What follows belongs to an exercise in optimizing a design on an open flow for small area, a short achievable clock period and few clock cycles per item; a production flow would make more cautious choices.
Only simulation tests tie the RTL to the original design; equivalence was not proved.

**flow/design.v**
```verilog
module alu_exec_ctrl #(
  parameter int MUL_LAT = 3
) (
  input  logic        clk,
  input  logic        rst_n,
  input  logic        instr_valid,
  output logic        instr_ready,
  input  logic [31:0] instr,
  output logic        busy,
  output logic        done,
  output logic        illegal,
  output logic [4:0]  wb_addr,
  output logic [15:0] wb_data,
  output logic [15:0] sgpr_out,
  input  logic [4:0]  dbg_addr,
  output logic [15:0] dbg_data
);
  typedef enum logic [1:0] {IDLE, DECODE, EXEC, WB} state_t;
  state_t state, state_nx;
  logic [31:0] ir;
  logic [15:0] gpr [32];
  logic [15:0] sgpr, op_a, op_b, res, res_hi;
  logic [31:0] prod;
  logic [3:0]  cnt;
  logic [4:0]  opc, rdst, rsrc1, rsrc2;
  logic        imm, is_mul, is_ill, exec_last;
  assign opc       = ir[31:27];
  assign rdst      = ir[26:22];
  assign rsrc1     = ir[21:17];
  assign imm       = ir[16];
  assign rsrc2     = ir[15:11];
  assign is_mul    = opc == 5'd4;
  assign is_ill    = opc > 5'd11;
  assign exec_last = !is_mul || cnt == 4'(MUL_LAT - 1);
  assign prod      = {16'd0, op_a} * {16'd0, op_b};
  assign sgpr_out  = sgpr;
  assign dbg_data  = gpr[dbg_addr];
  always_ff @(posedge clk or negedge rst_n)
    if (!rst_n) state <= IDLE;
    else        state <= state_nx;
  always_comb begin
    state_nx = state;
    case (state)
      IDLE:    state_nx = (instr_valid && instr_ready) ? DECODE : IDLE;
      DECODE:  state_nx = EXEC;
      EXEC:    state_nx = exec_last ? WB : EXEC;
      default: state_nx = IDLE;
    endcase
  end
  always_comb begin
    instr_ready = state == IDLE && rst_n;
    busy        = state != IDLE;
    done        = state == WB;
    illegal     = state == WB && is_ill;
  end
  always_comb begin
    res = '0;
    case (opc)
      5'd0:    res = op_a;
      5'd1:    res = imm ? op_b : op_a;
      5'd2:    res = op_a + op_b;
      5'd3:    res = op_a - op_b;
      5'd4:    res = prod[15:0];
      5'd5:    res = op_a | op_b;
      5'd6:    res = op_a & op_b;
      5'd7:    res = op_a ^ op_b;
      5'd8:    res = ~(op_a ^ op_b);
      5'd9:    res = ~(op_a & op_b);
      5'd10:   res = ~(op_a | op_b);
      5'd11:   res = ~(imm ? op_b : op_a);
      default: res = '0;
    endcase
  end
  always_ff @(posedge clk or negedge rst_n)
    if (!rst_n) begin
      ir      <= '0;
      op_a    <= '0;
      op_b    <= '0;
      cnt     <= '0;
      res_hi  <= '0;
      sgpr    <= '0;
      wb_addr <= '0;
      wb_data <= '0;
      for (int i = 0; i < 32; i++) gpr[i] <= '0;
    end else begin
      if (state == IDLE && instr_valid) ir <= instr;
      if (state == DECODE) begin
        op_a <= opc == 5'd0 ? sgpr : gpr[rsrc1];
        op_b <= imm ? ir[15:0] : gpr[rsrc2];
        cnt  <= '0;
      end
      if (state == EXEC) begin
        cnt <= cnt + 4'd1;
        if (exec_last) begin
          wb_addr <= rdst;
          wb_data <= res;
          res_hi  <= prod[31:16];
        end
      end
      if (state == WB && !is_ill) begin
        gpr[wb_addr] <= wb_data;
        if (is_mul) sgpr <= res_hi;
      end
    end
endmodule
```
**flow/config.mk**
```make
export PLATFORM = sky130hd
export DESIGN_NAME = alu_exec_ctrl
export DESIGN_NICKNAME = alu_exec_ctrl
export VERILOG_FILES = /design/flow/design.v
export SDC_FILE = /design/flow/constraint.sdc
export NUM_CORES = 4
export LEC_CHECK = 0
export CAP_MARGIN = 20
export CORE_MARGIN = 2
export CORE_UTILIZATION = 40
export PLACE_DENSITY = 0.6
export SLEW_MARGIN = 20
```
**flow/run.sh**
```bash
#!/bin/bash
# synth_recipe.tcl (not shown) runs the flow's synth.tcl, then flattens the netlist and writes it again
# the make line also repeats each setting of config.mk as NAME=value (left out here)
make -C /OpenROAD-flow-scripts/flow DESIGN_CONFIG=/design/flow/config.mk WORK_HOME=/design/flow/orfs CLKGATE_MAP_FILE= SYNTH_SCRIPT=/design/flow/synth_recipe.tcl finish
```
**flow/constraint.sdc**
```tcl
create_clock -name core_clock -period 10.0 [get_ports {clk}]
set_input_delay 2.0000 -clock core_clock [delete_from_list [all_inputs] [get_ports {clk}]]
set_output_delay 2.0000 -clock core_clock [all_outputs]
set_load 0.01 [all_outputs]
```
==> reports/results.ini <==
[pwr]
peakVddDrop_mv=0.1907
p_total_w=0.01352
p_leak_nw=22.79
power_density_nw_per_um2=265.1

[finish]
fin_util_pct=46.07
fin_area_sq_um=50980
area.growth.synth_to_final_pct=14.21
fin_nets=4915
drive_gt1_share_pct=21.32
final_cells=6081

[logic_synthesis]
netlist_instances=4456
synth_edf_count=0
ys_ff_latch=635
synth.distinct_cells=84
yosysSeqAreaShare_pct=35.60
async_reset_ff_share_pct=100.0
synth_nets=4850
yosys_warnings=2
dominantRegCellSynth=dfrtp_1
netlist_area_sq_um=44640
postSynthAreaPerCell_sq_um=10.02

[floorplan]
ios=97
die_w_um=338.1
rows=122
start_util_pct=40.34
coreArea_sq_um=110700
die_h_um=338.1
dieArea_sq_um=114300

[drt]
drc=0
finalWirelength_um=287300
drtAntennaViolNets=0
vias_per_cell=7.322
vias=44530
drt-pass1-iter-count=7
wire_per_inst_um=47.24
first_iter_violations=6730

[outcome]
status=no timing/DRC/antenna violations

[sta]
period_minus_slack_ps=8613
timing.final.crit_share_pct=86.13
max_freq_mhz=116.1
max_slew_margin_pct=9.923
clock_skew_ps=24.93
finalSetupTns_ps=0
setup_viol=0
final_max_slew_viol_count=0
worst_slew_pin_slew_ps=1339
rsz0062_at_grt=false
finalHoldViolCount=0

[global_routing]
grt_pass1_vias=42520
grt_pass1_wl_um=383400
track_usage_pct=49.95
overflow=0
grt_max_degree=147
antenna_found_initial=31

[critical_path]
crit_start=dbg_addr[4]
endpoint_kind=output pin
endpoint=dbg_data[14]
arrival_ps=6610
r2r-end=res_hi[9]
r2r_start=op_a[6]
reg2reg_depth=21
crit_type=in -> out
crit_path_max_fanout=10
r2r_setup_slack_ps=2060
required_ps=8000
start_kind=input port

[cts]
clkTransAtPathRegs_ps=60
post_cts_resized=0
cts_buffers=73
hold_buffers=0
clock-sinks=635
root_buffer=clkbuf_16
clk_latency_ps=700
cts_buffer_depth=3
post-cts-setup-buffer-count=0
h-tree-depth=3
cts_tree=done

[hold_path]
min_path_type=reg -> reg

[place]
dp_hpwl_um=199900
place_congestion=1.130
dp_cells=5933
io_buffers=96
postPlaceCellArea_sq_um=48370

[flow_run]
drv_cap=0

-- worst min-delay path by stage --
| stage | slack, ps | endpoint | from | depth (start not counted) |
|---|---|---|---|---|
| finish | 460 | wb_addr[0] | ir[22] | 2 |
| global route | 480 | wb_addr[0] | ir[22] | 2 |
| CTS | 470 | wb_addr[4] | ir[26] | 2 |
| detailed placement | 450 | wb_addr[4] | ir[26] | 2 |
| global placement | 450 | wb_addr[4] | ir[26] | 2 |
| floorplan | 430 | wb_addr[0] | ir[22] | 2 |
-- critical path, cell delays in order --
cell,delay (ps)
clkdlybuf4s50_1,960
nand2_1,610
nor2_1,1020
buf_4,460
a22o_1,210
a221oi_1,50
nand3_1,120
nor4_1,70
buf_4,170
nor2_1,300
clkdlybuf4s50_1,610
-- cell families after synthesis --
family                     count (synthesis)  share of synthesized area (%)
AOI/OAI and AO/OA                       1124                          18.79
xor gates and xnor gates                  45                         0.8829
adders and majority gates                354                          13.18
buffers and inverters                    604                          5.370
DFF                                      635                          35.60
muxes                                    578                          14.54
and+or+nand+nor                         1116                          11.64
-- state kept, by name, summed over array words and instances (netlist names) --
register	flops
sgpr	16
op_b	16
gpr	512
ir	32
op_a	16
state	2
cnt	4
wb_data	16
res_hi	16
wb_addr	5
-- routing by layer --
metal	share of wire, %	up-vias	track usage (%)
met5	0.16	-	0.4255
met4	11	32	42.00
met3	12	1454	18.72
met2	41	3910	71.30
met1	36	22480	59.37
li1	-	16650	-
-- final cells by class --
type	count	area [sq um]
sequential	635	15890
inverter	277	1040
multi-input combinational	3217	26950
clock buffer	97	2007
tap	1488	1862
fill	10470	59680
timing repair buffer	317	2689
antenna	16	40.04
clock inverter	34	505.5
-- report_power, final --
group | switching (W) | internal, W | total, W
combinational | 0.00448 | 0.00188 | 0.00637
clock | 0.00124 | 0.00164 | 0.00288
sequential | 0.00111 | 0.00316 | 0.00427
total | 0.00683 | 0.00669 | 0.0135
-- through the flow --
stage	hold slack (ps)	setup slack, ps
finish	463.6	1387
global route	481.8	1532
CTS	465.2	1679
detailed placement	450.4	1706
global placement	447.9	1719
floorplan	433.1	3943
-- cell usage after synthesis, drive strengths merged (28+ instances only) --
library cell	count	share of area, %
mux2	563	14
nand2	332	2.8
nand3	120	1.3
a22o	122	2.4
fa	194	8.7
ha	160	4.5
nand2b	30	0.42
dfrtp	635	36
clkbuf	226	1.9
buf	101	1.1
a22oi	421	7.1
a21oi	101	1.2
inv	265	2.2
o21ai	130	1.5
o221ai	35	0.70
nand4	102	1.4
a31oi	28	0.39
a221oi	133	2.6
nor3	68	0.83
nor2	339	2.9
xnor2	31	0.61
-- cells in the final DEF, fill, tap and decap left out, types with 31 or more instances in the layout --
master,instances
a21oi_1,98
a221oi_1,131
a22o_1,122
a22oi_1,421
buf_4,215
clkbuf_16,73
clkdlybuf4s50_1,95
dfrtp_1,635
fa_1,194
ha_1,159
inv_1,261
mux2_1,69
mux2_2,494
nand2_1,331
nand3_1,120
nand4_1,102
nor2_1,255
nor2_2,43
nor2_4,41
nor3_1,42
o21ai_0,114
o221ai_1,34
xnor2_1,31
Testbench counts, summed over its fixed seeds: cycles 133,250, instrs 32,000.

-- separate check: timing with driven ports --
The flow's constraints put no driver on any port. The routed layout listed below was extracted and timed again, unchanged, in two steps. Step 1 sets driving cells, clkbuf_16 on the clock port and buf_2 on the other inputs (assumed; they add their load-dependent delay and slew). Step 2, shift: input delay + t, output delay - t, t = (earliest + latest rising clock arrival at the registers) / 2. This alone moves slack from input paths to output paths. Three values: ideal ports, drivers, drivers and shift; two values: the first two.
t, ns: 0.762
setup slack, ns: 1.387 / 1.363 / 1.363
worst hold slack (ns): 0.464 / 0.464 / 0.464
pins driven straight from the clock port: 1
After both steps this run still meets setup and hold. The setup slack of this run moves by -0.024 ns with the drivers and by -0.024 ns with both steps.
